Source: an optimization exercise on an open RTL-to-GDS flow (aim: small area and a short achievable clock period). Production flows keep margins and buffers that such runs may drop.
In this exercise RTL edits were held to simulation tests only and were not proved equivalent to the original.
No activity file was given, so power comes from the tool's default toggle rates.

==> design/flow/design.v <==
package mips_pkg;
   localparam int INSTR_W    = 32;
   localparam int DATA_W     = 32;
   localparam int NUM_REGS   = 32;
   localparam int REG_ADDR_W = 5;
   localparam int IMM_W      = 16;
   localparam int PC_W       = 6;
   localparam logic [5:0] OP_RTYPE = 6'd0;
   localparam logic [5:0] OP_BEQZ  = 6'd4;
   localparam logic [5:0] OP_ADDIU = 6'd9;
   localparam logic [5:0] OP_HALT  = 6'd63;
   localparam logic [5:0] FN_ADDU  = 6'h21;
   localparam logic [5:0] FN_SUBU  = 6'h23;
   localparam logic [5:0] FN_AND   = 6'h24;
   localparam logic [5:0] FN_OR    = 6'h25;
   localparam logic [5:0] FN_SLT   = 6'h2a;
   localparam int IMEM_W = 27;
   localparam logic [2:0] CL_NOP  = 3'd0;
   localparam logic [2:0] CL_ADDU = 3'd1;
   localparam logic [2:0] CL_SUBU = 3'd2;
   localparam logic [2:0] CL_AND  = 3'd3;
   localparam logic [2:0] CL_OR   = 3'd4;
   localparam logic [2:0] CL_SLT  = 3'd5;
   localparam logic [2:0] CL_BEQZ = 3'd6;
   localparam logic [2:0] CL_HALT = 3'd7;
endpackage
module cell_ao22 (input logic a0, b0, a1, b1, output logic y);
   assign y = (a0 & b0) | (a1 & b1);
endmodule
module cell_aoi22 (input logic a0, b0, a1, b1, output logic y);
   assign y = ~((a0 & b0) | (a1 & b1));
endmodule
module cell_aoi222 (input logic a0, b0, a1, b1, a2, b2, output logic y);
   assign y = ~((a0 & b0) | (a1 & b1) | (a2 & b2));
endmodule
module cell_nand2 (input logic a, b, output logic y);
   assign y = ~(a & b);
endmodule
module cell_nand3 (input logic a, b, c, output logic y);
   assign y = ~(a & b & c);
endmodule
module cell_nand4 (input logic a, b, c, d, output logic y);
   assign y = ~(a & b & c & d);
endmodule
module cell_and2 (input logic a, b, output logic y);
   assign y = a & b;
endmodule
module cell_nor2 (input logic a, b, output logic y);
   assign y = ~(a | b);
endmodule
module cell_inv (input logic a, output logic y);
   assign y = ~a;
endmodule
module cell_xor2 (input logic a, b, output logic y);
   assign y = a ^ b;
endmodule
module cell_aoi21 (input logic a1, a2, b1, output logic y);
   assign y = ~((a1 & a2) | b1);
endmodule
module cell_oai21 (input logic a1, a2, b1, output logic y);
   assign y = ~((a1 | a2) & b1);
endmodule
module cell_oai22 (input logic a1, a2, b1, b2, output logic y);
   assign y = ~((a1 | a2) & (b1 | b2));
endmodule
module cell_mux2 (input logic a0, a1, s, output logic y);
   assign y = s ? a1 : a0;
endmodule
module cell_a21o (input logic a1, a2, b1, output logic y);
   assign y = (a1 & a2) | b1;
endmodule
module cell_a221o (input logic a1, a2, b1, b2, c1, output logic y);
   assign y = (a1 & a2) | (b1 & b2) | c1;
endmodule
module cell_or2 (input logic a, b, output logic y);
   assign y = a | b;
endmodule
module cell_or3 (input logic a, b, c, output logic y);
   assign y = a | b | c;
endmodule
module store_bit
   (
      input  logic i_clock,
      input  logic i_we,
      input  logic i_keep,     
      input  logic i_data,
      output logic o_q
   );
   logic d;
   cell_ao22 u_hold (.a0(o_q), .b0(i_keep), .a1(i_data), .b1(i_we), .y(d));
   always_ff @(posedge i_clock) begin
      o_q <= d;
   end
endmodule
module read64
   (
      input  logic [63:0] i_data,
      input  logic [63:0] i_sel,
      output logic        o_y
   );
   logic [21:0] p;
   logic [5:0]  q;
   logic [2:0]  r;
   for (genvar k = 0; k < 21; k++) begin : g_t
      cell_aoi222 u_t (.a0(i_sel[3*k]),   .b0(i_data[3*k]),
                       .a1(i_sel[3*k+1]), .b1(i_data[3*k+1]),
                       .a2(i_sel[3*k+2]), .b2(i_data[3*k+2]), .y(p[k]));
   end
   cell_nand2 u_t21 (.a(i_sel[63]), .b(i_data[63]), .y(p[21]));
   cell_nand4 u_q0 (.a(p[0]),  .b(p[1]),  .c(p[2]),  .d(p[3]),  .y(q[0]));
   cell_nand4 u_q1 (.a(p[4]),  .b(p[5]),  .c(p[6]),  .d(p[7]),  .y(q[1]));
   cell_nand4 u_q2 (.a(p[8]),  .b(p[9]),  .c(p[10]), .d(p[11]), .y(q[2]));
   cell_nand4 u_q3 (.a(p[12]), .b(p[13]), .c(p[14]), .d(p[15]), .y(q[3]));
   cell_nand3 u_q4 (.a(p[16]), .b(p[17]), .c(p[18]), .y(q[4]));
   cell_nand3 u_q5 (.a(p[19]), .b(p[20]), .c(p[21]), .y(q[5]));
   cell_nor2  u_r0 (.a(q[0]), .b(q[1]), .y(r[0]));
   cell_nor2  u_r1 (.a(q[2]), .b(q[3]), .y(r[1]));
   cell_nor2  u_r2 (.a(q[4]), .b(q[5]), .y(r[2]));
   cell_nand3 u_y  (.a(r[0]), .b(r[1]), .c(r[2]), .y(o_y));
endmodule
module read32
   (
      input  logic [31:0] i_data,
      input  logic [31:0] i_sel,
      output logic        o_y
   );
   logic [10:0] p;
   for (genvar k = 0; k < 10; k++) begin : g_t
      cell_aoi222 u_t (.a0(i_sel[3*k]),   .b0(i_data[3*k]),
                       .a1(i_sel[3*k+1]), .b1(i_data[3*k+1]),
                       .a2(i_sel[3*k+2]), .b2(i_data[3*k+2]), .y(p[k]));
   end
   cell_aoi22 u_t10 (.a0(i_sel[30]), .b0(i_data[30]), .a1(i_sel[31]), .b1(i_data[31]), .y(p[10]));
   or11_n u_or (.i_n(p), .o_y(o_y));
endmodule
module read33
   (
      input  logic [32:0] i_data,
      input  logic [32:0] i_sel,
      output logic        o_y
   );
   logic [10:0] p;
   for (genvar k = 0; k < 11; k++) begin : g_t
      cell_aoi222 u_t (.a0(i_sel[3*k]),   .b0(i_data[3*k]),
                       .a1(i_sel[3*k+1]), .b1(i_data[3*k+1]),
                       .a2(i_sel[3*k+2]), .b2(i_data[3*k+2]), .y(p[k]));
   end
   or11_n u_or (.i_n(p), .o_y(o_y));
endmodule
module or11_n
   (
      input  logic [10:0] i_n,
      output logic        o_y
   );
   logic [3:0] q;
   logic [1:0] r;
   cell_nand3 u_q0 (.a(i_n[0]), .b(i_n[1]), .c(i_n[2]),  .y(q[0]));
   cell_nand3 u_q1 (.a(i_n[3]), .b(i_n[4]), .c(i_n[5]),  .y(q[1]));
   cell_nand3 u_q2 (.a(i_n[6]), .b(i_n[7]), .c(i_n[8]),  .y(q[2]));
   cell_nand2 u_q3 (.a(i_n[9]), .b(i_n[10]), .y(q[3]));
   cell_nor2  u_r0 (.a(q[0]), .b(q[1]), .y(r[0]));
   cell_nor2  u_r1 (.a(q[2]), .b(q[3]), .y(r[1]));
   cell_nand2 u_y  (.a(r[0]), .b(r[1]), .y(o_y));
endmodule
module read64_fast
   (
      input  logic [63:0] i_data,
      input  logic [63:0] i_sel,
      output logic        o_y
   );
   logic [63:0] p;
   logic [15:0] q;
   logic [7:0]  r;
   logic [1:0]  t;
   for (genvar k = 0; k < 64; k++) begin : g_t
      cell_nand2 u_t (.a(i_sel[k]), .b(i_data[k]), .y(p[k]));
   end
   for (genvar k = 0; k < 16; k++) begin : g_q
      cell_nand4 u_q (.a(p[4*k]), .b(p[4*k+1]), .c(p[4*k+2]), .d(p[4*k+3]), .y(q[k]));
   end
   for (genvar k = 0; k < 8; k++) begin : g_r
      cell_nor2 u_r (.a(q[2*k]), .b(q[2*k+1]), .y(r[k]));
   end
   for (genvar k = 0; k < 2; k++) begin : g_s
      cell_nand4 u_s (.a(r[4*k]), .b(r[4*k+1]), .c(r[4*k+2]), .d(r[4*k+3]), .y(t[k]));
   end
   cell_or2 u_y (.a(t[0]), .b(t[1]), .y(o_y));
endmodule
`timescale 1ns/10ps
import mips_pkg::*;
module instr_fetch
   (
      input  logic               i_clock,
      input  logic               i_we,
      input  logic [PC_W-1:0]    i_waddr,
      input  logic [IMEM_W-1:0] i_wdata,
      input  logic [7:0]         i_raddr_hi,
      input  logic [7:0]         i_raddr_lo,
      output logic [IMEM_W-1:0] o_rdata,
      output logic [IMEM_W-1:0] o_word0
   );
   localparam int WORDS = 2**PC_W;
   logic [WORDS-1:0][IMEM_W-1:0] imem;
   logic [WORDS-1:0]              row_we;
   logic [WORDS-1:0]              row_keep;
   logic [WORDS-1:0]              row_sel;
   always_comb begin
      for (int w = 0; w < WORDS; w++) begin
         row_we[w]   = i_we && (i_waddr == w);
         row_keep[w] = !row_we[w];
         row_sel[w]  = i_raddr_hi[w / 8] && i_raddr_lo[w % 8];
      end
   end
   for (genvar w = 0; w < WORDS; w++) begin : g_word
      for (genvar b = 0; b < IMEM_W; b++) begin : g_bit
         store_bit u_bit (
            .i_clock (i_clock),
            .i_we    (row_we[w]),
            .i_keep  (row_keep[w]),
            .i_data  (i_wdata[b]),
            .o_q     (imem[w][b])
         );
      end
   end
   for (genvar b = 0; b < IMEM_W; b++) begin : g_read
      logic [WORDS-1:0] column;
      for (genvar w = 0; w < WORDS; w++) begin : g_col
         assign column[w] = imem[w][b];
      end
      if (b >= 16 && b <= 26) begin : g_fast
         read64_fast u_read (.i_data(column), .i_sel(row_sel), .o_y(o_rdata[b]));
      end else begin : g_small
         read64 u_read (.i_data(column), .i_sel(row_sel), .o_y(o_rdata[b]));
      end
   end
   assign o_word0 = imem[0];
endmodule
`timescale 1ns/10ps
import mips_pkg::*;
module encoder
   (
      input  logic [INSTR_W-1:0] i_instruction,
      output logic [IMEM_W-1:0]  o_word
   );
   logic [5:0] opcode;
   logic [5:0] funct;
   logic [2:0] cls;
   logic       addiu;
   assign opcode = i_instruction[31:26];
   assign funct  = i_instruction[5:0];
   assign addiu  = (opcode == OP_ADDIU);
   always_comb begin
      cls = CL_NOP;
      case (opcode)
         OP_RTYPE: begin
            case (funct)
               FN_ADDU: cls = CL_ADDU;
               FN_SUBU: cls = CL_SUBU;
               FN_AND:  cls = CL_AND;
               FN_OR:   cls = CL_OR;
               FN_SLT:  cls = CL_SLT;
               default: cls = CL_NOP;
            endcase
         end
         OP_BEQZ: cls = CL_BEQZ;
         OP_HALT: cls = CL_HALT;
         default: cls = CL_NOP;
      endcase
   end
   assign o_word = {addiu, i_instruction[25:11],
                    addiu ? i_instruction[10:8] : cls,
                    i_instruction[7:0]};
endmodule
module decoder
   (
      input  logic [IMEM_W-1:0]     i_word,
      output logic [REG_ADDR_W-1:0] o_reg_a,
      output logic [REG_ADDR_W-1:0] o_reg_b,
      output logic [REG_ADDR_W-1:0] o_reg_w,
      output logic [IMM_W-1:0]      o_immediate,
      output logic                  o_wr_en,
      output logic                  o_use_imm,
      output logic                  o_sub,       
      output logic                  o_sel_and,
      output logic                  o_sel_or,
      output logic                  o_sel_slt,
      output logic                  o_branch,
      output logic                  o_halt
   );
   logic       addiu;
   logic [2:0] cls;
   assign addiu       = i_word[26];
   assign cls         = i_word[10:8];
   assign o_reg_a     = i_word[25:21];
   assign o_reg_b     = i_word[20:16];
   assign o_immediate = i_word[15:0];
   assign o_reg_w   = addiu ? i_word[20:16] : i_word[15:11];
   assign o_use_imm = addiu;
   assign o_sub     = !addiu && (cls == CL_SUBU || cls == CL_SLT);
   assign o_sel_and = !addiu && (cls == CL_AND);
   assign o_sel_or  = !addiu && (cls == CL_OR);
   assign o_sel_slt = !addiu && (cls == CL_SLT);
   assign o_wr_en   = addiu || (cls != CL_NOP && cls != CL_BEQZ && cls != CL_HALT);
   assign o_branch  = !addiu && (cls == CL_BEQZ);
   assign o_halt    = !addiu && (cls == CL_HALT);
endmodule
`timescale 1ns/10ps
import mips_pkg::*;
module register_file
   (
      input  logic                  i_clock,
      input  logic                  i_arst_n,
      input  logic                  i_we,        
      input  logic                  i_go,        
      input  logic [REG_ADDR_W-1:0] i_waddr,
      input  logic [DATA_W-1:0]     i_wdata,
      input  logic                  i_wnonzero,
      input  logic                  i_imm_en,    
      input  logic [DATA_W-1:0]     i_imm,
      input  logic [REG_ADDR_W-1:0] i_raddr_a,
      input  logic [REG_ADDR_W-1:0] i_raddr_b,
      output logic [DATA_W-1:0]     o_rdata_a,
      output logic [DATA_W-1:0]     o_rdata_b,
      output logic                  o_rzero_a
   );
   localparam int N = NUM_REGS - 1;    
   logic [N-1:0][DATA_W-1:0] regs;
   logic [N-1:0]             nonzero;
   logic [N-1:0]             row_hit;     
   logic [N-1:0]             row_we;      
   logic [N-1:0]             row_keep;
   logic [N-1:0]             row_open;    
   logic [N-1:0]             sel_a;
   logic [N-1:0]             sel_b;
   logic                     fwd_a;
   logic                     fwd_b;
   assign fwd_a = i_go && i_arst_n && i_we && (i_waddr == i_raddr_a) && (i_raddr_a != '0);
   assign fwd_b = i_go && i_arst_n && i_we && (i_waddr == i_raddr_b) && (i_raddr_b != '0) &&
                  !i_imm_en;
   for (genvar r = 0; r < N; r++) begin : g_row
      cell_and2  u_we   (.a(row_hit[r]), .b(i_go), .y(row_we[r]));
      cell_nand2 u_open (.a(row_hit[r]), .b(i_go), .y(row_open[r]));
   end
   always_comb begin
      for (int r = 0; r < N; r++) begin
         row_hit[r]  = i_we && (i_waddr == r + 1);
         row_keep[r] = row_open[r];
         sel_a[r]    = (i_raddr_a == r + 1) && nonzero[r] && row_open[r];
         sel_b[r]    = (i_raddr_b == r + 1) && nonzero[r] && row_open[r] && !i_imm_en;
      end
   end
   always_ff @(posedge i_clock or negedge i_arst_n) begin
      if (!i_arst_n) begin
         nonzero <= '0;
      end else begin
         for (int r = 0; r < N; r++) begin
            if (row_we[r]) begin
               nonzero[r] <= i_wnonzero;
            end
         end
      end
   end
   for (genvar r = 0; r < N; r++) begin : g_reg
      for (genvar b = 0; b < DATA_W; b++) begin : g_bit
         store_bit u_bit (
            .i_clock (i_clock),
            .i_we    (row_we[r]),
            .i_keep  (row_keep[r]),
            .i_data  (i_wdata[b]),
            .o_q     (regs[r][b])
         );
      end
   end
   for (genvar b = 0; b < DATA_W; b++) begin : g_read
      logic [N-1:0] column;
      for (genvar r = 0; r < N; r++) begin : g_col
         assign column[r] = regs[r][b];
      end
      read32 u_read_a (.i_data({i_wdata[b], column}), .i_sel({fwd_a, sel_a}), .o_y(o_rdata_a[b]));
      read33 u_read_b (.i_data({i_imm[b], i_wdata[b], column}), .i_sel({i_imm_en, fwd_b, sel_b}),
                       .o_y(o_rdata_b[b]));
   end
   logic [NUM_REGS-1:0] nonzero_0;
   assign nonzero_0 = {nonzero, 1'b0};
   assign o_rzero_a = fwd_a ? !i_wnonzero : !nonzero_0[i_raddr_a];
endmodule
`timescale 1ns/10ps
import mips_pkg::*;
module instr_decode
   (
      input  logic [DATA_W-1:0]     i_rdata_a,
      input  logic [DATA_W-1:0]     i_rdata_b,
      input  logic                  i_sub,
      output logic [DATA_W-1:0]     o_op_a,
      output logic [DATA_W-1:0]     o_op_b
   );
   assign o_op_a = i_rdata_a ^ {DATA_W{i_sub}};
   assign o_op_b = i_rdata_b;
endmodule
`timescale 1ns/10ps
import mips_pkg::*;
module execute
   (
      input  logic [DATA_W-1:0] i_op_ax,
      input  logic [DATA_W-1:0] i_op_b,
      input  logic              i_sub,
      input  logic              i_sel_and,
      input  logic              i_sel_or,
      input  logic              i_sel_slt,
      output logic [DATA_W-1:0] o_result,
      output logic [DATA_W-1:0] o_result_port    
   );
   localparam int N      = DATA_W;
   localparam int LEVELS = 5;    
   logic [N-1:0] g [0:LEVELS];
   logic [N-1:0] t [0:LEVELS];
   logic [N-1:0] p;
   logic [N-1:0] carry;
   logic [N-1:0] sum;
   logic [N-1:0] logic_r;
   logic         sel_arith;
   logic         nsel_and;
   logic         nsel_or;
   logic [N-1:0] a_x;
   logic [N-1:0] axb;
   assign a_x = i_op_ax;
   for (genvar i = 0; i < N; i++) begin : g_l0
      cell_nand2 u_g (.a(a_x[i]), .b(i_op_b[i]), .y(g[0][i]));
      if (i > 0) begin : g_t
         cell_nor2 u_t (.a(a_x[i]), .b(i_op_b[i]), .y(t[0][i]));
      end else begin : g_not
         assign t[0][i] = 1'b0;
      end
   end
   for (genvar i = 0; i < N; i++) begin : g_p
      cell_xor2 u_q (.a(a_x[i]), .b(i_op_b[i]), .y(axb[i]));
      cell_xor2 u_p (.a(axb[i]), .b(i_sub), .y(p[i]));
   end
   for (genvar k = 1; k <= LEVELS; k++) begin : g_lvl
      localparam int D = 2**(k-1);
      for (genvar i = 0; i < N; i++) begin : g_bit
         if (i < D) begin : g_pass
            cell_inv u_g (.a(g[k-1][i]), .y(g[k][i]));
            assign t[k][i] = 1'b0;
         end else if (k % 2 == 1) begin : g_pos
            cell_oai21 u_g (.a1(t[k-1][i]), .a2(g[k-1][i-D]), .b1(g[k-1][i]), .y(g[k][i]));
            if (i >= 2*D) begin : g_t
               cell_nor2 u_t (.a(t[k-1][i]), .b(t[k-1][i-D]), .y(t[k][i]));
            end else begin : g_not
               assign t[k][i] = 1'b0;
            end
         end else begin : g_neg
            cell_aoi21 u_g (.a1(t[k-1][i]), .a2(g[k-1][i-D]), .b1(g[k-1][i]), .y(g[k][i]));
            if (i >= 2*D) begin : g_t
               cell_nand2 u_t (.a(t[k-1][i]), .b(t[k-1][i-D]), .y(t[k][i]));
            end else begin : g_not
               assign t[k][i] = 1'b0;
            end
         end
      end
   end
   assign carry = {g[LEVELS][N-2:0], 1'b0};
   for (genvar i = 0; i < N; i++) begin : g_sum
      cell_xor2 u_s (.a(p[i]), .b(carry[i]), .y(sum[i]));
   end
   logic slt_carry;
   logic early0;
   assign slt_carry = i_sel_slt && !p[N-1];
   assign sel_arith = !(i_sel_and || i_sel_or || i_sel_slt);
   assign nsel_and  = !i_sel_and;
   assign nsel_or   = !i_sel_or;
   logic or0_n;
   cell_nor2  u_or0  (.a(a_x[0]), .b(i_op_b[0]), .y(or0_n));
   cell_oai22 u_l0   (.a1(nsel_and), .a2(g[0][0]), .b1(nsel_or), .b2(or0_n), .y(logic_r[0]));
   assign early0 = (sel_arith && p[0]) || logic_r[0] ||
                   (i_sel_slt && p[N-1] && (a_x[N-1] ^ i_sub));
   cell_a21o  u_r0   (.a1(slt_carry), .a2(carry[N-1]), .b1(early0), .y(o_result[0]));
   cell_a21o  u_o0   (.a1(slt_carry), .a2(carry[N-1]), .b1(early0), .y(o_result_port[0]));
   for (genvar i = 1; i < N; i++) begin : g_res
      cell_oai22 u_l (.a1(nsel_and), .a2(g[0][i]), .b1(nsel_or), .b2(t[0][i]), .y(logic_r[i]));
      cell_a21o  u_r (.a1(sum[i]), .a2(sel_arith), .b1(logic_r[i]), .y(o_result[i]));
      cell_a21o  u_o (.a1(sum[i]), .a2(sel_arith), .b1(logic_r[i]), .y(o_result_port[i]));
   end
endmodule
`timescale 1ns/10ps
import mips_pkg::*;
module mips_core
   (
      input  logic                  i_clock,
      input  logic                  i_arst_n,
      input  logic                  i_run,
      input  logic                  i_load_en,
      input  logic [PC_W-1:0]       i_load_addr,
      input  logic [INSTR_W-1:0]    i_load_data,
      output logic [PC_W-1:0]       o_pc,
      output logic                  o_halt,
      output logic                  o_wb_en,
      output logic [REG_ADDR_W-1:0] o_wb_reg,
      output logic [DATA_W-1:0]     o_wb_data
   );
   logic [PC_W-1:0]       pc;
   logic                  halted;
   logic                  cur_wr_en;
   logic [REG_ADDR_W-1:0] cur_wr_reg;
   logic [DATA_W-1:0]     cur_op_a;       
   logic [DATA_W-1:0]     cur_op_b;
   logic                  cur_sub;
   logic                  cur_sel_and;
   logic                  cur_sel_or;
   logic                  cur_sel_slt;
   logic                  cur_halt;
   logic [PC_W-1:0]       cur_next_pc;    
   logic [7:0]            cur_fetch_hi;   
   logic [7:0]            cur_fetch_lo;   
   logic [DATA_W-1:0] result;
   logic [DATA_W-1:0] result_port;
   logic              result_zero;
   execute u_execute_1 (
      .i_op_ax   (cur_op_a),
      .i_op_b    (cur_op_b),
      .i_sub     (cur_sub),
      .i_sel_and (cur_sel_and),
      .i_sel_or  (cur_sel_or),
      .i_sel_slt (cur_sel_slt),
      .o_result      (result),
      .o_result_port (result_port)
   );
   assign result_zero = (result == '0);
   assign o_pc      = pc;
   assign o_halt    = halted;
   cell_and2 u_wb_en (.a(cur_wr_en), .b(i_run), .y(o_wb_en));
   assign o_wb_reg  = cur_wr_reg;
   assign o_wb_data = result_port;
   always_ff @(posedge i_clock or negedge i_arst_n) begin
      if (!i_arst_n) begin
         pc     <= '0;
         halted <= 1'b0;
      end else if (i_run) begin
         pc <= cur_next_pc;
         if (cur_halt) begin
            halted <= 1'b1;
         end
      end
   end
   logic                  load_we;
   logic [IMEM_W-1:0]     load_word;
   logic [IMEM_W-1:0]     fetch_word;
   logic [IMEM_W-1:0]     word0;
   logic [REG_ADDR_W-1:0] rd_reg_a;
   logic [REG_ADDR_W-1:0] rd_reg_b;
   logic [DATA_W-1:0]     rdata_a;
   logic [DATA_W-1:0]     rdata_b;
   logic                  rzero_a;
   logic [IMM_W-1:0]      nxt_imm;        
   logic                  nxt_use_imm;
   assign load_we = i_load_en && !i_run;
   encoder u_encoder_1 (
      .i_instruction (i_load_data),
      .o_word        (load_word)
   );
   instr_fetch u_instr_fetch_1 (
      .i_clock (i_clock),
      .i_we    (load_we),
      .i_waddr (i_load_addr),
      .i_wdata (load_word),
      .i_raddr_hi (cur_fetch_hi),
      .i_raddr_lo (cur_fetch_lo),
      .o_rdata (fetch_word),
      .o_word0 (word0)
   );
   assign rd_reg_a = i_run ? fetch_word[25:21] : i_load_data[25:21];
   assign rd_reg_b = i_run ? fetch_word[20:16] : i_load_data[20:16];
   register_file u_register_file_1 (
      .i_clock    (i_clock),
      .i_arst_n   (i_arst_n),
      .i_we       (cur_wr_en),
      .i_go       (i_run),
      .i_waddr    (cur_wr_reg),
      .i_wdata    (result),
      .i_wnonzero (!result_zero),
      .i_imm_en   (nxt_use_imm),
      .i_imm      ({{(DATA_W-IMM_W){nxt_imm[IMM_W-1]}}, nxt_imm}),
      .i_raddr_a  (rd_reg_a),
      .i_raddr_b  (rd_reg_b),
      .o_rdata_a  (rdata_a),
      .o_rdata_b  (rdata_b),
      .o_rzero_a  (rzero_a)
   );
   logic                  load_hit;
   logic                  update;
   logic [IMEM_W-1:0]     nxt_word;
   logic [PC_W-1:0]       nxt_pc;
   logic [REG_ADDR_W-1:0] nxt_reg_a;
   logic [REG_ADDR_W-1:0] nxt_reg_b;
   logic [REG_ADDR_W-1:0] nxt_wr_reg;
   logic                  nxt_wr_en;
   logic                  nxt_sub;
   logic                  nxt_sel_and;
   logic                  nxt_sel_or;
   logic                  nxt_sel_slt;
   logic                  nxt_branch;
   logic                  nxt_halt;
   logic [DATA_W-1:0]     nxt_op_a;
   logic [DATA_W-1:0]     nxt_op_b;
   logic                  nxt_a_zero;
   logic [PC_W-1:0]       nxt_pc_plus1;
   logic [PC_W-1:0]       nxt_next_pc;
   assign load_hit = load_we && (i_load_addr == pc);
   assign update = !i_arst_n || (i_run ? !cur_halt : (load_hit && !halted));
   always_comb begin
      if (!i_arst_n) begin
         nxt_word = load_hit ? load_word : word0;
      end else if (i_run) begin
         nxt_word = fetch_word;
      end else begin
         nxt_word = load_word;
      end
   end
   assign nxt_pc = (i_run && i_arst_n) ? cur_next_pc : pc;
   decoder u_decoder_1 (
      .i_word        (nxt_word),
      .o_reg_a       (nxt_reg_a),
      .o_reg_b       (nxt_reg_b),
      .o_reg_w       (nxt_wr_reg),
      .o_immediate   (nxt_imm),
      .o_wr_en       (nxt_wr_en),
      .o_use_imm     (nxt_use_imm),
      .o_sub         (nxt_sub),
      .o_sel_and     (nxt_sel_and),
      .o_sel_or      (nxt_sel_or),
      .o_sel_slt     (nxt_sel_slt),
      .o_branch      (nxt_branch),
      .o_halt        (nxt_halt)
   );
   instr_decode u_instr_decode_1 (
      .i_rdata_a   (rdata_a),
      .i_rdata_b   (rdata_b),
      .i_sub       (nxt_sub),
      .o_op_a      (nxt_op_a),
      .o_op_b      (nxt_op_b)
   );
   assign nxt_a_zero = rzero_a;
   assign nxt_pc_plus1 = nxt_pc + 1'b1;
   logic [PC_W-1:0] seq_pc;
   logic [PC_W-1:0] tgt_pc;
   logic            taken;
   logic [21:0]     seq_code;    
   logic [21:0]     tgt_code;
   logic [21:0]     nxt_code;
   assign seq_pc = nxt_halt ? nxt_pc : nxt_pc_plus1;
   assign tgt_pc = nxt_pc_plus1 + nxt_imm[PC_W-1:0];
   always_comb begin
      for (int i = 0; i < 8; i++) begin
         seq_code[i]     = (seq_pc[2:0] == i);
         seq_code[8 + i] = (seq_pc[5:3] == i);
         tgt_code[i]     = (tgt_pc[2:0] == i);
         tgt_code[8 + i] = (tgt_pc[5:3] == i);
      end
      seq_code[21:16] = seq_pc;
      tgt_code[21:16] = tgt_pc;
   end
   cell_and2 u_taken (.a(nxt_branch), .b(nxt_a_zero), .y(taken));
   for (genvar i = 0; i < 22; i++) begin : g_next
      cell_mux2 u_sel (.a0(seq_code[i]), .a1(tgt_code[i]), .s(taken), .y(nxt_code[i]));
   end
   assign nxt_next_pc = nxt_code[21:16];
   localparam int STATE_W = 1 + REG_ADDR_W + 2*DATA_W + 5 + PC_W + 16;
   logic [STATE_W-1:0] nxt_state;
   logic [STATE_W-1:0] cur_state;
   logic               keep;
   assign nxt_state = {nxt_wr_en, nxt_wr_reg, nxt_op_a, nxt_op_b, nxt_sub, nxt_sel_and,
                       nxt_sel_or, nxt_sel_slt, nxt_halt, nxt_next_pc, nxt_code[15:0]};
   assign {cur_wr_en, cur_wr_reg, cur_op_a, cur_op_b, cur_sub, cur_sel_and,
           cur_sel_or, cur_sel_slt, cur_halt, cur_next_pc, cur_fetch_hi, cur_fetch_lo} = cur_state;
   assign keep = !update;
   for (genvar i = 0; i < STATE_W; i++) begin : g_state
      store_bit u_bit (
         .i_clock (i_clock),
         .i_we    (update),
         .i_keep  (keep),
         .i_data  (nxt_state[i]),
         .o_q     (cur_state[i])
      );
   end
endmodule
==> design/flow/flow/run.sh <==
#!/bin/bash
# Layout flow: the standard flow (standard.sh) with these changes, made for
# timing, not for what is measured:
#  - from placement on, the setup margin that timing repair aims for is
#    raised, so the resizer keeps shortening the critical paths below the
#    clock period (the floorplan's repair, before any wire is known, keeps the
#    margin of config.mk);
#  - ports are buffered with sky130_fd_sc_hd__buf_4 instead of the default
#    cell, so that repair can size them like any other buffer;
#  - the pins i_run and o_wb_en are placed next to each other (flow/io.tcl).
# The synthesis is the standard one. Each step's output goes to its own log
# in this folder (ORFS also keeps its per-stage logs under orfs/logs).
set -euo pipefail
MARGIN=7.2
bash standard.sh synth > log_synth.txt 2>&1
sed -e "s/SETUP_SLACK_MARGIN=[^ ]*/SETUP_SLACK_MARGIN=${MARGIN}/" standard.sh > layout.sh
export BUFFER_PORTS_ARGS="-buffer_cell sky130_fd_sc_hd__buf_4"
export PRE_IO_PLACEMENT_TCL="$PWD/flow/io.tcl"
bash standard.sh floorplan > log_floorplan.txt 2>&1
bash layout.sh place > log_place.txt 2>&1
bash layout.sh cts > log_cts.txt 2>&1
bash layout.sh route > log_route.txt 2>&1
bash layout.sh finish > log_finish.txt 2>&1
==> design/flow/flow/io.tcl <==
# Keep i_run and o_wb_en, the ends of the one path from an input straight to
# an output, next to each other on the die's edge.
set_io_pin_constraint -pin_names {i_run o_wb_en} -group -order
==> design/flow/standard.sh <==
#!/bin/bash
# synth_recipe.tcl (not shown) runs the flow's synth.tcl, then flattens the netlist and writes it again
# the make line also repeats each setting of config.mk as NAME=value (left out here)
make -C /OpenROAD-flow-scripts/flow DESIGN_CONFIG=/design/flow/config.mk WORK_HOME=/design/flow/orfs CLKGATE_MAP_FILE= SYNTH_SCRIPT=/design/flow/synth_recipe.tcl "${@:-finish}"
==> design/flow/config.mk <==
export PLATFORM = sky130hd
export DESIGN_NAME = mips_core
export DESIGN_NICKNAME = mips_core
export VERILOG_FILES = /design/flow/design.v
export SDC_FILE = /design/flow/constraint.sdc
export NUM_CORES = 8
export LEC_CHECK = 0
export CAP_MARGIN = 20
export CORE_MARGIN = 2
export CORE_UTILIZATION = 52
export CTS_CLUSTER_DIAMETER = 90
export CTS_CLUSTER_SIZE = 22
export SETUP_SLACK_MARGIN = 3
export SLEW_MARGIN = 20
export SYNTH_HIERARCHICAL = 1
export SYNTH_MINIMUM_KEEP_SIZE = 0
==> design/flow/constraint.sdc <==
create_clock -name core_clock -period 12.5 [get_ports {i_clock}]
set_input_delay 2.5000 -clock core_clock [delete_from_list [all_inputs] [get_ports {i_clock}]]
set_output_delay 2.5000 -clock core_clock [all_outputs]
set_load 0.01 [all_outputs]
==> impl_metrics.py, run 1 <==
metrics = {
    "global_route": {
        "track_usage_pct": 44.1,
        "grt_pass1_wl_um": 705000,
        "antenna_found_initial": 28,
        "grt_pass1_vias": 95318,
        "grt_max_degree": 75,
        "grt_overflow": 0,
    },
    "worst_setup_path": {
        "worstSetupPathType": "flop to flop",
        "crit_fanout": 32,
        "required_ps": 13240,
        "crit_path_end_kind": "flop",
        "critPathArrivalTime_ps": 6210,
        "r2r_start": "g_state[2].u_bit.o_q",
        "start_kind": "flop",
        "startpoint": "g_state[2].u_bit.o_q",
    },
    "pwr": {
        "seqPwrFrac_pct": 56.4,
        "vdd_drop_max_v": 0.000170,
        "leakagePower_uw": 0.0476,
        "switchingPower_uw": 4860,
        "switching_share_pct": 27.6,
        "power.internal_uw": 12700,
        "p_clk_share_pct": 31.0,
        "power_density_nw_per_um2": 142,
        "p_comb_share_pct": 12.6,
    },
    "clock_tree": {
        "clockBufferDepth": 3,
        "clk_pin_slew_ps": 100,
        "numCtsBuffers": 152,
        "htreeDepth": 4,
        "clk_latency_ps": 870,
        "cts.sinks": 2855,
        "ctsRootBufferMaster": "clkbuf_16",
        "tritoncts": "done",
    },
    "die": {
        "rows": 168,
        "ios": 87,
        "fp.dieW_um": 464,
        "start_util_pct": 52.4,
        "die-area_um2": 215000,
        "die_y_um": 464,
        "coreArea_um2": 210000,
    },
    "detailed_routing": {
        "drc": 0,
        "wl_per_cell_um": 38.1,
        "drt_pre_antenna_iters": 22,
        "ant_nets": 0,
        "vias": 102726,
        "drt_iter0_drc": 22085,
        "viasPerCell": 7.77,
        "routed_wl_um": 504000,
    },
    "sta": {
        "hold_viol": 0,
        "final.setup.tns_ps": 0,
        "finalCritPeriodShare_pct": 43.8,
        "worstMarginPinSlew_ps": 1280,
        "fmaxAchievable_ghz": 0.183,
        "max_slew_margin_pct": 14.5,
        "period_needed_ps": 5470,
        "fin_skew_ps": 42.6,
        "drv_slew": 0,
        "hold-worst-slack_ps": 478,
        "setup_viol": 0,
        "rsz0062_at_grt": "yes",
        "setup_ws_ps": 7030,
    },
    "cells_and_area": {
        "nets": 10417,
        "area.growth.synth_to_final_pct": 12.6,
        "drive_above_1_share_pct": 13.8,
        "layoutNonFillerInstCount": 13223,
    },
    "placed_design": {
        "dp_slack_ps": 4700,
        "hpwl_um": 300000,
        "portBuffers": 86,
        "dp.cells": 12959,
        "gp_congestion": 1.01,
    },
    "synthesis": {
        "syn_nets": 9932,
        "syn_area_um2": 110000,
        "yosys_warnings": 15,
        "syn_inst": 9882,
        "synth_area_per_cell_um2": 11.1,
    },
    "run_status": {
        "status": "complete, no violations",
    },
    "worst_hold_path": {
        "hp-class": "flop to flop",
        "min_from": "g_state[22].u_bit.o_q",
    },
    "job": {
        "drv_cap": 0,
    },
}
-- per-stage QoR --
step                      total power (uW)  area, um2  util, %
final                                17600     124000     59.0
after global routing                 18000     124000     58.9
after CTS                            17400     122000     58.2
after detailed placement             12100     116000     55.5
after global placement               12100     116000     55.5
after floorplan                      11200     110000        -
-- flip-flops by register name, indices dropped and copies added (netlist names) --
register / count
u_instr_fetch_1.g_word.g_bit.u_bit.o_q: 1728
u_register_file_1.g.g_bit.u_bit.o_q: 992
g_state.u_bit.o_q: 97
u_register_file_1.nonzero: 31
pc: 6
halted: 1
-- cell usage in the layout, fill, tap and decap left out, types with 23 or more instances in the layout --
cell / n
mux2_4: 28
mux2_2: 46
inv_1: 39
dfxtp_2: 43
nor3_2: 51
xor2_1: 138
nand2_1: 1045
nor2_4: 122
o22ai_1: 32
clkbuf_16: 159
a21o_1: 64
a22o_1: 2818
dfxtp_1: 2762
and2_2: 23
nor2_1: 235
nand3_2: 41
nand2_2: 36
a222oi_1: 1008
mux2i_1: 71
a22oi_2: 32
and2_1: 71
nor2_2: 110
dfrtp_1: 38
o21ai_1: 27
buf_6: 40
nand3_1: 222
a21oi_2: 45
nand4_1: 271
buf_4: 412
o21ai_2: 37
-- path summary, 6_finish.rpt --
check / slack [ps] / to / cells past startpoint
hold / removal: 480 / halted / 2
hold reg to reg: 480 / halted / 2
min in group asynchronous: 1520 / u_register_file_1.nonzero[13] / 1
setup reg to reg: 7030 / g_state[83].u_bit.o_q / 19
setup / recovery: 7030 / g_state[83].u_bit.o_q / 19
max in group asynchronous: 10450 / pc[3] / 2
-- layout make-up --
class                           count  area [um2]
Antenna cell                       19        47.5
Clock buffer                      166        3990
Clock inverter                     20         267
Fill cell                       17707       86100
Inverter                           53         208
Multi-Input combinational cell   6814       53800
Sequential cell                  2855       57400
Tap cell                         2805        3510
Timing Repair Buffer              491        4430
-- per-layer routing --
layer / track usage, % / wire (um) / share of wire, %
met1: 56.1 / 184000 / 36
met2: 64.2 / 213000 / 42
met3: 11.8 / 64300 / 13
met4: 32.8 / 43100 / 8.6
met5: 0 / 63 / 0.013
-- critical path, stage by stage, from the launching register on --
cell and delay [ps]:
dfxtp_2 490, and2_2 260, buf_4 280, nand2_1 130, nand4_1 150, nor2_4 470
nand4_1 260, or2_1 400, mux2_4 420, inv_2 190, nor2_1 110, nand2_2 160
nor3_2 60, buf_4 300, a222oi_1 470, nand3_1 310, nor2_4 320, nand2_1 100
xor2_1 150, a22o_1 210
-- timing repair --
| action | CTS | global route |
|---|---|---|
| setup buffers | 18 | 32 |
| cloned | 6 | 3 |
| hold buffers | 0 | 0 |
| resized for setup | 335 | 298 |
| hold endpoints to repair | 0 | 0 |
| endpoints found under the setup margin | 124 | 112 |
| pin swaps | 14 | 71 |
-- power groups by stage --
stage	Clock, uW	Combinational, uW	Sequential, uW
floorplan	0	1250	9980
global placement	0	1970	10100
detailed placement	0	2000	10100
CTS	5460	2040	9900
global route	5790	2280	9960
finish	5450	2210	9920
==> run 2: changes to the inputs <==
--- a/design/flow/flow/run.sh
+++ b/design/flow/flow/run.sh
@@ -11,7 +11,7 @@
 # The synthesis is the standard one. Each step's output goes to its own log
 # in this folder (ORFS also keeps its per-stage logs under orfs/logs).
 set -euo pipefail
-MARGIN=7.2
+MARGIN=6.95
 bash standard.sh synth > log_synth.txt 2>&1
 sed -e "s/SETUP_SLACK_MARGIN=[^ ]*/SETUP_SLACK_MARGIN=${MARGIN}/" standard.sh > layout.sh
 export BUFFER_PORTS_ARGS="-buffer_cell sky130_fd_sc_hd__buf_4"
--- a/design/flow/config.mk
+++ b/design/flow/config.mk
@@ -9,7 +9,7 @@
 export CORE_MARGIN = 2
 export CORE_UTILIZATION = 52
 export CTS_CLUSTER_DIAMETER = 90
-export CTS_CLUSTER_SIZE = 22
+export CTS_CLUSTER_SIZE = 25
 export SETUP_SLACK_MARGIN = 3
 export SLEW_MARGIN = 20
 export SYNTH_HIERARCHICAL = 1
==> run 2 against run 1 <==
Against the previous run:
- synthesized cell count unchanged
- highest routed layer unchanged
- routed wire length fell by 0.73%
- clock-buffer cell count down 3
- critical endpoint is now g_state[60].u_bit.o_q
==> impl_metrics.py, run 2 <==
metrics = {
    "die": {
        "fp.dieW_um": 464,
        "die-area_um2": 215000,
        "start_util_pct": 52.4,
        "die_y_um": 464,
        "rows": 168,
        "coreArea_um2": 210000,
        "ios": 87,
    },
    "detailed_routing": {
        "viasPerCell": 7.76,
        "routed_wl_um": 500000,
        "vias": 102284,
        "wl_per_cell_um": 37.9,
        "drt_iter0_drc": 22305,
        "ant_nets": 0,
        "drc": 0,
        "drt_pre_antenna_iters": 28,
    },
    "synthesis": {
        "yosys_warnings": 15,
        "syn_inst": 9882,
        "syn_nets": 9932,
        "synth_area_per_cell_um2": 11.1,
        "syn_area_um2": 110000,
    },
    "global_route": {
        "antenna_found_initial": 26,
        "grt_pass1_vias": 94981,
        "track_usage_pct": 43.9,
        "grt_max_degree": 75,
        "grt_pass1_wl_um": 703000,
        "grt_overflow": 0,
    },
    "worst_setup_path": {
        "crit_path_end_kind": "flop",
        "critPathArrivalTime_ps": 6490,
        "required_ps": 13220,
        "worstSetupPathType": "flop to flop",
        "crit_fanout": 32,
        "start_kind": "flop",
    },
    "sta": {
        "hold_viol": 0,
        "max_slew_margin_pct": 13.9,
        "period_needed_ps": 5770,
        "hold-worst-slack_ps": 490,
        "worstMarginPinSlew_ps": 1290,
        "rsz0062_at_grt": "yes",
        "fmaxAchievable_ghz": 0.173,
        "fin_skew_ps": 31.6,
        "final.setup.tns_ps": 0,
        "finalCritPeriodShare_pct": 46.2,
        "setup_viol": 0,
        "drv_slew": 0,
    },
    "clock_tree": {
        "clk_latency_ps": 850,
        "htreeDepth": 4,
        "clk_pin_slew_ps": 90,
        "numCtsBuffers": 141,
        "ctsRootBufferMaster": "clkbuf_16",
        "cts.sinks": 2855,
        "clockBufferDepth": 3,
        "hold_buffers": 0,
        "tritoncts": "done",
    },
    "cells_and_area": {
        "regMostFlops": "u_instr_fetch_1.g_word.g_bit.u_bit.o_q",
        "reg.largest.list": "u_instr_fetch_1.g_word.g_bit.u_bit.o_q (1728), u_register_file_1.g.g_bit.u_bit.o_q (992), g_state.u_bit.o_q (97)",
        "nets": 10360,
        "mostFrequentLayoutCells": "2,818 x a22o_1, 2,801 x dfxtp_1, 1,064 x nand2_1, 1,008 x a222oi_1, 414 x buf_4",
        "area.growth.synth_to_final_pct": 11.0,
        "seq_area_um2": 57400,
        "drive_above_1_share_pct": 11.4,
        "nFillCells": 17836,
        "largest_reg_flops": 1728,
        "mostFrequentLayoutCell": "a22o_1",
        "multi_input_area_um2": 52800,
    },
    "placed_design": {
        "portBuffers": 86,
        "gp_congestion": 1.01,
        "hpwl_um": 300000,
    },
    "job": {
        "drv_cap": 0,
    },
    "pwr": {
        "vdd_drop_max_v": 0.000160,
        "power_density_nw_per_um2": 144,
        "leakagePower_uw": 0.0469,
    },
    "run_status": {
        "status": "complete, no violations",
    },
    "worst_hold_path": {
        "hp-class": "flop to flop",
    },
}
==> run 2: timing repair <==
| item | CTS | global route |
|---|---|---|
| cloned | 3 | 1 |
| endpoints found under the setup margin | 100 | 100 |
| setup buffers | 4 | 5 |
| gates resized for setup | 160 | 106 |
| pin swaps | 5 | 16 |
| endpoints found under the hold margin | 0 | 0 |
==> run 2: cell type report <==
class	count	share of cell area [%]
clock buffer	163	3.15
timing repair buffer	446	3.04
antenna	20	0.0410
clock inverter	33	0.381
sequential	2855	47.1
tap	2805	2.88
multi-input combinational	6813	43.3
inverter	53	0.168
==> run 2: worst paths after layout <==
check,startpoint,end,slack (ps),cells past startpoint
worst min-delay path,u_instr_fetch_1.g_word[49].g_bit[14].u_bit.o_q,u_instr_fetch_1.g_word[49].g_bit[14].u_bit.o_q,490,1
worst max-delay path,g_state[12].u_bit.o_q,g_state[60].u_bit.o_q,6730,18
worst max register to register,g_state[12].u_bit.o_q,g_state[60].u_bit.o_q,6730,18
min in group asynchronous,i_arst_n,u_register_file_1.nonzero[8],1530,1
max in group asynchronous,i_arst_n,pc[3],10400,2
worst min register to register,u_instr_fetch_1.g_word[49].g_bit[14].u_bit.o_q,u_instr_fetch_1.g_word[49].g_bit[14].u_bit.o_q,490,1
==> run 2: through the flow <==
step / util [%] / setup slack (ps) / instance area, um2 / cells / power (uW)
after floorplan: - / 3160 / 110000 / 9882 / 11200
after global placement: 55.5 / 4970 / 116000 / 12957 / 12100
after detailed placement: 55.5 / 4700 / 116000 / 12959 / 12100
after CTS: 57.9 / 6950 / 121000 / 13162 / 17400
after global routing: 58.1 / 6910 / 122000 / 13178 / 17900
final: 58.1 / 6730 / 122000 / 13188 / 17500
==> run 2: layer usage <==
layer  vias to the layer above  routed length (um)  track usage, %
met2                      8229              210000            64.2
met4                        14               43700            32.2
met5                         -                 107               0
met3                      1710               63300            11.7
li1                      41877                   -               -
met1                     50454              183000            55.7
==> run 2: power by group <==
part	switching (uW)	internal [uW]	total, uW
Clock	3140	2350	5480
Combinational	1310	786	2100
Sequential	365	9560	9920
==> run 2: critical path, cell delays in order, from the launching register on <==
cell and delay (ps):
dfxtp_1 520, and2_2 300, buf_4 300, nand2_1 130
nand4_1 130, nor2_1 570, nand4_1 220, or2_1 360
mux2_4 450, nand2b_2 350, or2_2 410, nor4_2 240
buf_4 500, a222oi_1 150, nand3_1 280, nor2_1 110
nand2_1 250, xor2_1 110, a22o_1 210
==> run 3: changes to the inputs <==
--- a/design/flow/flow/run.sh
+++ b/design/flow/flow/run.sh
@@ -11,7 +11,7 @@
 # The synthesis is the standard one. Each step's output goes to its own log
 # in this folder (ORFS also keeps its per-stage logs under orfs/logs).
 set -euo pipefail
-MARGIN=6.95
+MARGIN=7.4
 bash standard.sh synth > log_synth.txt 2>&1
 sed -e "s/SETUP_SLACK_MARGIN=[^ ]*/SETUP_SLACK_MARGIN=${MARGIN}/" standard.sh > layout.sh
 export BUFFER_PORTS_ARGS="-buffer_cell sky130_fd_sc_hd__buf_4"
--- a/design/flow/config.mk
+++ b/design/flow/config.mk
@@ -9,7 +9,7 @@
 export CORE_MARGIN = 2
 export CORE_UTILIZATION = 52
 export CTS_CLUSTER_DIAMETER = 90
-export CTS_CLUSTER_SIZE = 25
+export CTS_CLUSTER_SIZE = 22
 export SETUP_SLACK_MARGIN = 3
 export SLEW_MARGIN = 20
 export SYNTH_HIERARCHICAL = 1
==> run 3 against run 2 <==
Against the previous run:
- still clean
- combinational power is 13% higher
- total power is 1.5% higher
- synthesized cell count stayed put
- maximum frequency is 6.4% higher
- final cell count is 1.2% higher
- critical endpoint is now o_wb_en
- largest cell class unchanged
==> impl_metrics.py, run 3 <==
metrics = {
    "cells_and_area": {
        "regMostFlops": "u_instr_fetch_1.g_word.g_bit.u_bit.o_q",
        "reg.largest.list": "u_instr_fetch_1.g_word.g_bit.u_bit.o_q (1728), u_register_file_1.g.g_bit.u_bit.o_q (992), g_state.u_bit.o_q (97)",
        "drive_above_1_share_pct": 16.1,
        "mostFrequentLayoutCells": "2,818 x a22o_1, 2,755 x dfxtp_1, 1,015 x nand2_1, 1,008 x a222oi_1, 436 x buf_4",
        "area.growth.synth_to_final_pct": 15.1,
        "seq_area_um2": 57500,
        "largest_reg_flops": 1728,
        "layoutNonFillerInstCount": 13348,
        "nFillCells": 17435,
        "nets": 10546,
        "multi_input_area_um2": 54900,
        "mostFrequentLayoutCell": "a22o_1",
    },
    "die": {
        "die-area_um2": 215000,
        "rows": 168,
        "fp.dieW_um": 464,
        "ios": 87,
        "start_util_pct": 52.4,
        "die_y_um": 464,
        "coreArea_um2": 210000,
    },
    "clock_tree": {
        "numCtsBuffers": 152,
        "hold_buffers": 0,
        "clk_pin_slew_ps": 100,
        "cts.sinks": 2855,
        "clk_latency_ps": 870,
        "htreeDepth": 4,
        "clockBufferDepth": 3,
        "tritoncts": "done",
        "ctsRootBufferMaster": "clkbuf_16",
    },
    "global_route": {
        "antenna_found_initial": 32,
        "grt_overflow": 0,
        "track_usage_pct": 44.6,
        "grt_pass1_wl_um": 713000,
        "grt_pass1_vias": 96063,
        "grt_max_degree": 75,
    },
    "worst_setup_path": {
        "required_ps": 10000,
        "start_kind": "input port",
        "path_buf_inv": 2,
        "critPathTopFamily": "buffers and inverters",
        "slowest_delay_ps": 170,
        "cp_slowest_cell": "and2_4",
        "critPathArrivalTime_ps": 2920,
        "worstSetupPathType": "input port to output pin",
        "crit_chain": "buf_16 > and2_4 > buf_6",
        "crit_path_end_kind": "output pin",
        "crit_fanout": 3,
    },
    "pwr": {
        "seqPwrFrac_pct": 55.8,
        "vdd_drop_max_v": 0.000164,
        "switching_share_pct": 27.9,
        "power.internal_uw": 12800,
        "switchingPower_uw": 4950,
        "p_clk_share_pct": 30.7,
        "leakagePower_uw": 0.0491,
        "p_comb_share_pct": 13.4,
        "power_density_nw_per_um2": 140,
    },
    "sta": {
        "hold_viol": 0,
        "worstMarginPinSlew_ps": 1260,
        "period_needed_ps": 5420,
        "setup_viol": 0,
        "hold-worst-slack_ps": 483,
        "rsz0062_at_grt": "yes",
        "max_slew_margin_pct": 16.2,
        "finalCritPeriodShare_pct": 43.4,
        "fin_skew_ps": 42.7,
        "drv_slew": 0,
        "fmaxAchievable_ghz": 0.184,
        "final.setup.tns_ps": 0,
    },
    "detailed_routing": {
        "highest_layer": "met5",
        "wirelength_met1_um": 186000,
        "wl_per_cell_um": 38.5,
        "wl_met3_um": 66800,
        "drt_iter0_drc": 22841,
        "wl_met2_um": 214000,
        "drt_pre_antenna_iters": 22,
        "routed_wl_um": 513000,
        "vias": 103998,
        "drc": 0,
        "viasPerCell": 7.79,
        "ant_nets": 0,
    },
    "job": {
        "drv_cap": 0,
    },
    "synthesis": {
        "syn_area_um2": 110000,
        "syn_inst": 9882,
        "yosys_warnings": 15,
        "syn_nets": 9932,
        "synth_area_per_cell_um2": 11.1,
    },
    "placed_design": {
        "gp_congestion": 1.01,
        "hpwl_um": 300000,
        "dp.cells": 12959,
        "portBuffers": 86,
    },
    "run_status": {
        "status": "complete, no violations",
    },
    "worst_hold_path": {
        "hp-class": "flop to flop",
    },
}
==> run 3: area by class of cell <==
type	count	share of cell area, %
Multi-Input combinational cell	6817	43.4
Antenna cell	15	0.0297
Clock inverter	20	0.211
Inverter	53	0.172
Sequential cell	2855	45.4
Timing Repair Buffer	617	4.86
Tap cell	2805	2.77
Clock buffer	166	3.16
==> run 3: repair_timing <==
item	in CTS	in global routing
cloned	17	17
setup buffers	90	63
setup endpoints to repair	126	118
resized for setup	665	333
pin swaps	133	196
==> run 3: power by group through the flow <==
| stage | Combinational [uW] | Sequential [uW] | Clock (uW) |
|---|---|---|---|
| finish | 2380 | 9920 | 5460 |
| global route | 2440 | 9960 | 5790 |
| CTS | 2110 | 9900 | 5460 |
| detailed placement | 2000 | 10100 | 0 |
| global placement | 1970 | 10100 | 0 |
| floorplan | 1250 | 9980 | 0 |
==> run 3: tightest hold or removal path: stages (launching register included) <==
cell     delay (ps)
dfxtp_1         340
nand2_1          70
nand2_1          60
==> run 3: metrics by stage <==
step / setup slack, ps / utilization, % / instance area (um2) / total power, uW
2_1_floorplan: 3160 / - / 110000 / 11200
3_3_place_gp: 4970 / 55.5 / 116000 / 12100
3_5_place_dp: 4700 / 55.5 / 116000 / 12100
4_1_cts: 7070 / 59.2 / 124000 / 17500
5_1_grt: 7070 / 60.3 / 126000 / 18200
6_report: 7080 / 60.3 / 127000 / 17800
==> run 3: metal layers <==
layer  vias up  global-route usage (%)
met4        16                    33.9
met1     51548                    56.2
met2      8372                    64.4
met3      1808                    12.8
li1      42254                       -
met5         -                       0
==> run 3: final timing paths <==
kind                                       start                            end  slack, ps  cells after the start
setup / recovery                           i_run                        o_wb_en       7080                      3
hold / removal             g_state[22].u_bit.o_q                         halted        480                      2
setup reg to reg            g_state[7].u_bit.o_q          g_state[90].u_bit.o_q       7140                     19
hold reg to reg            g_state[22].u_bit.o_q                         halted        480                      2
max in group asynchronous               i_arst_n                         halted      10440                      2
min in group asynchronous               i_arst_n  u_register_file_1.nonzero[13]       1520                      1
==> run 4: changes to the inputs <==
--- a/design/flow/flow/run.sh
+++ b/design/flow/flow/run.sh
@@ -11,7 +11,7 @@
 # The synthesis is the standard one. Each step's output goes to its own log
 # in this folder (ORFS also keeps its per-stage logs under orfs/logs).
 set -euo pipefail
-MARGIN=7.4
+MARGIN=7.3
 bash standard.sh synth > log_synth.txt 2>&1
 sed -e "s/SETUP_SLACK_MARGIN=[^ ]*/SETUP_SLACK_MARGIN=${MARGIN}/" standard.sh > layout.sh
 export BUFFER_PORTS_ARGS="-buffer_cell sky130_fd_sc_hd__buf_4"
--- a/design/flow/config.mk
+++ b/design/flow/config.mk
@@ -7,7 +7,7 @@
 export LEC_CHECK = 0
 export CAP_MARGIN = 20
 export CORE_MARGIN = 2
-export CORE_UTILIZATION = 52
+export CORE_UTILIZATION = 50
 export CTS_CLUSTER_DIAMETER = 90
 export CTS_CLUSTER_SIZE = 22
 export SETUP_SLACK_MARGIN = 3
==> run 4 against run 3 <==
Against the previous run:
- still clean
- combinational power is 5% lower
- non-clock buffer count fell by 73
- synthesized cell count did not move
- worst setup slack got worse by 33 ps
- register-to-register slack better by 80 ps
- final area decreased by 0.96%
- critical path depth stayed put
- worst hold slack improved by 5.0 ps
- routed wire length shrank 2.0%
- sequential power about the same
- utilization decreased by 3.1 points
- sequential share of layout area rose by 0.46 points
- critical endpoint unchanged
==> impl_metrics.py, run 4 <==
metrics = {
    "placed_design": {
        "dp_slack_ps": 4620,
        "portBuffers": 86,
        "hpwl_um": 300000,
        "gp_congestion": 1.01,
        "dp.cells": 13024,
    },
    "sta": {
        "setup_viol": 0,
        "worstMarginPinSlew_ps": 1270,
        "hold_viol": 0,
        "fmaxAchievable_ghz": 0.183,
        "setup_ws_ps": 7040,
        "period_needed_ps": 5460,
        "rsz0062_at_grt": "yes",
        "drv_slew": 0,
        "final.setup.tns_ps": 0,
        "fin_skew_ps": 46.0,
        "max_slew_margin_pct": 15.1,
        "finalCritPeriodShare_pct": 43.7,
    },
    "worst_setup_path": {
        "required_ps": 10000,
        "critPathArrivalTime_ps": 2960,
        "r2r_start": "g_state[15].u_bit.o_q",
        "crit_path_end_kind": "output pin",
        "crit_fanout": 3,
        "worstSetupPathType": "input port to output pin",
        "reg2reg_slack_ps": 7220,
        "r2r_end": "g_state[56].u_bit.o_q",
        "r2r_cells": 18,
        "start_kind": "input port",
    },
    "die": {
        "die_y_um": 473,
        "ios": 87,
        "start_util_pct": 50.1,
        "fp.dieW_um": 473,
        "die-area_um2": 223000,
        "rows": 172,
        "coreArea_um2": 219000,
    },
    "detailed_routing": {
        "wirelength_met1_um": 185000,
        "highest_layer": "met5",
        "viasPerCell": 7.62,
        "wl_met2_um": 215000,
        "wl_met3_um": 56300,
        "ant_nets": 0,
        "vias": 101731,
        "drt_pre_antenna_iters": 15,
        "routed_wl_um": 503000,
        "drc": 0,
        "wl_per_cell_um": 37.7,
        "drt_iter0_drc": 19402,
    },
    "clock_tree": {
        "clk_pin_slew_ps": 90,
        "htreeDepth": 4,
        "clockBufferDepth": 3,
        "ctsRootBufferMaster": "clkbuf_16",
        "clk_latency_ps": 880,
        "tritoncts": "done",
        "numCtsBuffers": 152,
        "hold_buffers": 0,
        "cts.sinks": 2855,
    },
    "cells_and_area": {
        "reg.largest.list": "u_instr_fetch_1.g_word.g_bit.u_bit.o_q (1728), u_register_file_1.g.g_bit.u_bit.o_q (992), g_state.u_bit.o_q (97)",
        "layoutNonFillerInstCount": 13344,
        "regMostFlops": "u_instr_fetch_1.g_word.g_bit.u_bit.o_q",
        "fin_util_pct": 57.2,
        "drive_above_1_share_pct": 15.3,
        "nets": 10473,
        "area.growth.synth_to_final_pct": 14.0,
        "mostFrequentLayoutCells": "2,818 x a22o_1, 2,751 x dfxtp_1, 1,026 x nand2_1, 1,008 x a222oi_1, 424 x buf_4",
        "largest_reg_flops": 1728,
        "mostFrequentLayoutCell": "a22o_1",
    },
    "global_route": {
        "grt_pass1_wl_um": 703000,
        "antenna_found_initial": 25,
        "grt_overflow": 0,
        "grt_pass1_vias": 95009,
        "track_usage_pct": 42.4,
        "grt_max_degree": 90,
    },
    "synthesis": {
        "syn_area_um2": 110000,
        "syn_inst": 9882,
        "synth_area_per_cell_um2": 11.1,
        "syn_nets": 9932,
        "yosys_warnings": 15,
    },
    "pwr": {
        "switchingPower_uw": 4890,
        "p_comb_share_pct": 12.9,
        "leakagePower_uw": 0.0483,
        "switching_share_pct": 27.7,
        "power.internal_uw": 12800,
        "seqPwrFrac_pct": 56.1,
        "vdd_drop_max_v": 0.000170,
        "p_clk_share_pct": 31.0,
        "power_density_nw_per_um2": 141,
    },
    "worst_hold_path": {
        "min_from": "u_instr_fetch_1.g_word[35].g_bit[22].u_bit.o_q",
        "hp-class": "flop to flop",
        "holdPathEnd": "u_instr_fetch_1.g_word[35].g_bit[22].u_bit.o_q",
        "hold_depth": 1,
    },
    "job": {
        "drv_cap": 0,
    },
    "run_status": {
        "status": "complete, no violations",
    },
}
[run 4: per-layer routing]
layer / track usage [%] / vias up
li1: - / 42110
met1: 52.5 / 50560
met2: 63.2 / 7395
met3: 10.4 / 1652
met4: 33.3 / 14
met5: 0 / -
[run 4: final cells by class]
cell class                      count  area (um2)
Fill cell                       18786       93800
Sequential cell                  2855       57500
Multi-Input combinational cell   6816       54600
Timing Repair Buffer              544        5040
Clock buffer                      164        4020
Tap cell                         2871        3590
Clock inverter                     23         292
Inverter                           53         216
Antenna cell                       17        42.5
Timing Repair inverter              1        8.76
[run 4: worst max path at each step]
stage	end	startpoint	cells past startpoint	slack [ps]
finish	o_wb_en	i_run	3	7040
global route	o_wb_en	i_run	3	7050
CTS	o_wb_en	i_run	3	7030
detailed placement	g_state[46].u_bit.o_q	i_run	17	4620
global placement	g_state[47].u_bit.o_q	i_run	17	4840
floorplan	g_state[15].u_bit.o_q	i_load_data[27]	14	3160
[run 4: repair_timing]
item	4_1_cts	5_1_grt
resized for setup	602	280
buffers inserted	53	46
cloned	11	6
setup endpoints to repair	120	116
pin swaps	102	126
[run 4: power by group through the flow]
| stage | logic [uW] | registers (uW) | clock network [uW] |
|---|---|---|---|
| after floorplan | 1250 | 9980 | 0 |
| after global placement | 1980 | 10100 | 0 |
| after detailed placement | 2000 | 10100 | 0 |
| after CTS | 2090 | 9910 | 5500 |
| after global routing | 2350 | 9970 | 5820 |
| final | 2270 | 9930 | 5490 |
[run 4: worst max-delay path, cell delays in order]
cell and delay [ps]:
buf_16 110, and2_4 200, buf_6 130
[run 4: through the flow]
step           cell area (um2)  total power, uW  hold WS [ps]
4_1_cts                 124000            17500           474
3_3_place_gp            116000            12100           464
6_report                125000            17700           488
3_5_place_dp            116000            12100           469
2_1_floorplan           110000            11200           436
5_1_grt                 125000            18100           499
==> run 5: changes to the inputs <==
--- a/design/flow/flow/run.sh
+++ b/design/flow/flow/run.sh
@@ -11,7 +11,7 @@
 # The synthesis is the standard one. Each step's output goes to its own log
 # in this folder (ORFS also keeps its per-stage logs under orfs/logs).
 set -euo pipefail
-MARGIN=7.3
+MARGIN=7.4
 bash standard.sh synth > log_synth.txt 2>&1
 sed -e "s/SETUP_SLACK_MARGIN=[^ ]*/SETUP_SLACK_MARGIN=${MARGIN}/" standard.sh > layout.sh
 export BUFFER_PORTS_ARGS="-buffer_cell sky130_fd_sc_hd__buf_4"
==> run 5 against run 4 <==
Against the previous run:
- clock-buffer cell count stayed put
- synthesized area stayed put
- worst setup slack barely moved
- flip-flop and latch count is the same
- routed wire length increased by 1.3%
- critical path depth stayed put
- sequential share of layout area decreased by 0.53 points
- utilization rose by 0.67 points
- worst hold slack worse by 2.7 ps
- first-iteration DRC count up 1.4%
==> impl_metrics.py, run 5 <==
metrics = {
    "clock_tree": {
        "numCtsBuffers": 152,
        "cts.sinks": 2855,
        "clk_pin_slew_ps": 90,
        "clockBufferDepth": 3,
        "tritoncts": "done",
        "htreeDepth": 4,
        "hold_buffers": 0,
        "clk_latency_ps": 880,
        "ctsRootBufferMaster": "clkbuf_16",
    },
    "worst_setup_path": {
        "r2r_start": "g_state[15].u_bit.o_q",
        "startpoint": "i_run",
        "critPathArrivalTime_ps": 2960,
        "r2r_cells": 18,
        "r2r_end": "g_state[55].u_bit.o_q",
        "worstSetupPathType": "input port to output pin",
        "endpoint": "o_wb_en",
        "reg2reg_slack_ps": 7270,
        "start_kind": "input port",
        "required_ps": 10000,
        "crit_path_end_kind": "output pin",
        "crit_fanout": 3,
    },
    "synthesis": {
        "syn_nets": 9932,
        "syn_area_um2": 110000,
        "syn_inst": 9882,
        "yosys_warnings": 15,
        "synth_area_per_cell_um2": 11.1,
    },
    "sta": {
        "rsz0062_at_grt": "yes",
        "period_needed_ps": 5460,
        "fmaxAchievable_ghz": 0.183,
        "fin_skew_ps": 50.2,
        "max_slew_margin_pct": 15.5,
        "final.setup.tns_ps": 0,
        "setup_viol": 0,
        "hold-worst-slack_ps": 486,
        "finalCritPeriodShare_pct": 43.7,
        "drv_slew": 0,
        "worstMarginPinSlew_ps": 1270,
        "hold_viol": 0,
    },
    "global_route": {
        "grt_overflow": 0,
        "track_usage_pct": 42.5,
        "grt_max_degree": 90,
        "antenna_found_initial": 24,
        "grt_pass1_vias": 95131,
        "grt_pass1_wl_um": 705000,
    },
    "die": {
        "rows": 172,
        "die-area_um2": 223000,
        "die_y_um": 473,
        "fp.dieW_um": 473,
        "start_util_pct": 50.1,
        "coreArea_um2": 219000,
        "ios": 87,
    },
    "detailed_routing": {
        "drt_iter0_drc": 19664,
        "wl_per_cell_um": 38.0,
        "ant_nets": 0,
        "vias": 102511,
        "drc": 0,
        "viasPerCell": 7.65,
        "drt_pre_antenna_iters": 17,
        "routed_wl_um": 510000,
    },
    "cells_and_area": {
        "layoutNonFillerInstCount": 13397,
        "regMostFlops": "u_instr_fetch_1.g_word.g_bit.u_bit.o_q",
        "final_cell_area_um2": 127000,
        "nets": 10526,
        "multi_input_area_um2": 55100,
        "seq_area_um2": 57500,
        "drive_above_1_share_pct": 16.1,
        "mostFrequentLayoutCell": "a22o_1",
        "nFillCells": 18627,
        "area.growth.synth_to_final_pct": 15.4,
        "reg.largest.list": "u_instr_fetch_1.g_word.g_bit.u_bit.o_q (1728), u_register_file_1.g.g_bit.u_bit.o_q (992), g_state.u_bit.o_q (97)",
        "largest_reg_flops": 1728,
        "mostFrequentLayoutCells": "2,818 x a22o_1, 2,751 x dfxtp_1, 1,024 x nand2_1, 1,008 x a222oi_1, 428 x buf_4",
    },
    "placed_design": {
        "postPlaceCellArea_um2": 116000,
        "hpwl_um": 300000,
        "portBuffers": 86,
        "dp.cells": 13024,
        "gp_congestion": 1.01,
    },
    "pwr": {
        "vdd_drop_max_v": 0.000164,
        "leakagePower_uw": 0.0489,
        "power_density_nw_per_um2": 141,
    },
    "run_status": {
        "status": "complete, no violations",
    },
    "job": {
        "drv_cap": 0,
    },
    "worst_hold_path": {
        "hp-class": "flop to flop",
    },
}
run 5: metal layers:
metal / vias to the layer above / GRT usage [%] / part of all wire (%)
li1: 42222 / - / -
met1: 50964 / 52.7 / 37
met2: 7562 / 63.4 / 43
met3: 1739 / 10.2 / 11
met4: 24 / 33.4 / 9.2
met5: - / 0 / 0.032
run 5: final cells by class:
type	instances	share of cell area, %
sequential	2855	45.4
multi-input combinational	6817	43.5
timing repair buffer	596	4.71
clock buffer	164	3.17
tap	2871	2.83
clock inverter	23	0.230
inverter	53	0.185
antenna	17	0.0336
timing repair inverter	1	0.00691
run 5: power breakdown:
part           internal (uW)  total (uW)  switching [uW]
clock                   2360        5490            3130
sequential              9550        9930             372
combinational            959        2430            1480
total                  12900       17900            4980
run 5: worst max-delay path: stages:
cell	delay, ps
buf_16	110
and2_4	200
buf_6	130
run 5: metrics by stage:
| stage | utilization (%) | total power (uW) | setup slack, ps |
|---|---|---|---|
| 2_1_floorplan | - | 11200 | 3160 |
| 3_3_place_gp | 53.1 | 12100 | 4840 |
| 3_5_place_dp | 53.1 | 12100 | 4620 |
| 4_1_cts | 56.8 | 17600 | 7030 |
| 5_1_grt | 57.9 | 18300 | 7050 |
| 6_report | 57.9 | 17900 | 7040 |
run 5: worst min path at each step:
stage / from / endpoint / slack (ps) / cells after the start
5_1_grt: u_instr_fetch_1.g_word[18].g_bit[23].u_bit.o_q / u_instr_fetch_1.g_word[18].g_bit[23].u_bit.o_q / 500 / 1
4_1_cts: g_state[22].u_bit.o_q / halted / 470 / 2
3_3_place_gp: u_instr_fetch_1.g_word[51].g_bit[0].u_bit.o_q / u_instr_fetch_1.g_word[51].g_bit[0].u_bit.o_q / 460 / 1
3_5_place_dp: u_instr_fetch_1.g_word[36].g_bit[15].u_bit.o_q / u_instr_fetch_1.g_word[36].g_bit[15].u_bit.o_q / 470 / 1
6_report: g_state[22].u_bit.o_q / halted / 490 / 2
2_1_floorplan: g_state[22].u_bit.o_q / halted / 440 / 2
run 5: timing repair:
item,4_1_cts,5_1_grt
gates cloned,13,25
setup buffers,71,60
resized for setup,730,315
pin swaps,158,238
endpoints found under the setup margin,128,118

==> re-timing with driven ports <==
No port has a modelled driver above. Below, the same layouts with a new extraction and two added sets of constraints.
Step 1 assumes that a clkbuf_16 drives the clock port and a buf_2 every other input.
Step 2 times the ports against the registers' clock, not the clock port: input delays grow and output delays shrink by t, the midpoint of the rising clock arrivals with the driver on.
Three values: ideal, step 1, step 2; two values: the first two.
| run | t (ns) | slack for setup (ns) | hold WS [ns] | pins driven straight from the clock port |
|---|---|---|---|---|
| run 1 | 0.950 | 7.029 / 6.718 / 5.981 | 0.478 / 0.478 / 0.478 | 1 |
| run 2 | 0.937 | 6.728 / 6.623 / 5.865 | 0.490 / 0.490 / 0.490 | 1 |
| run 3 | 0.946 | 7.076 / 6.723 / 6.084 | 0.483 / 0.483 / 0.483 | 1 |
| run 4 | 0.944 | 7.043 / 6.705 / 6.017 | 0.488 / 0.488 / 0.488 | 1 |
| run 5 | 0.942 | 7.043 / 6.705 / 6.023 | 0.486 / 0.486 / 0.486 | 1 |
After both steps every run listed still meets setup and hold. For run 1, which loses most, drivers alone change the setup slack by -0.311 ns; drivers and shift together by -1.048 ns.
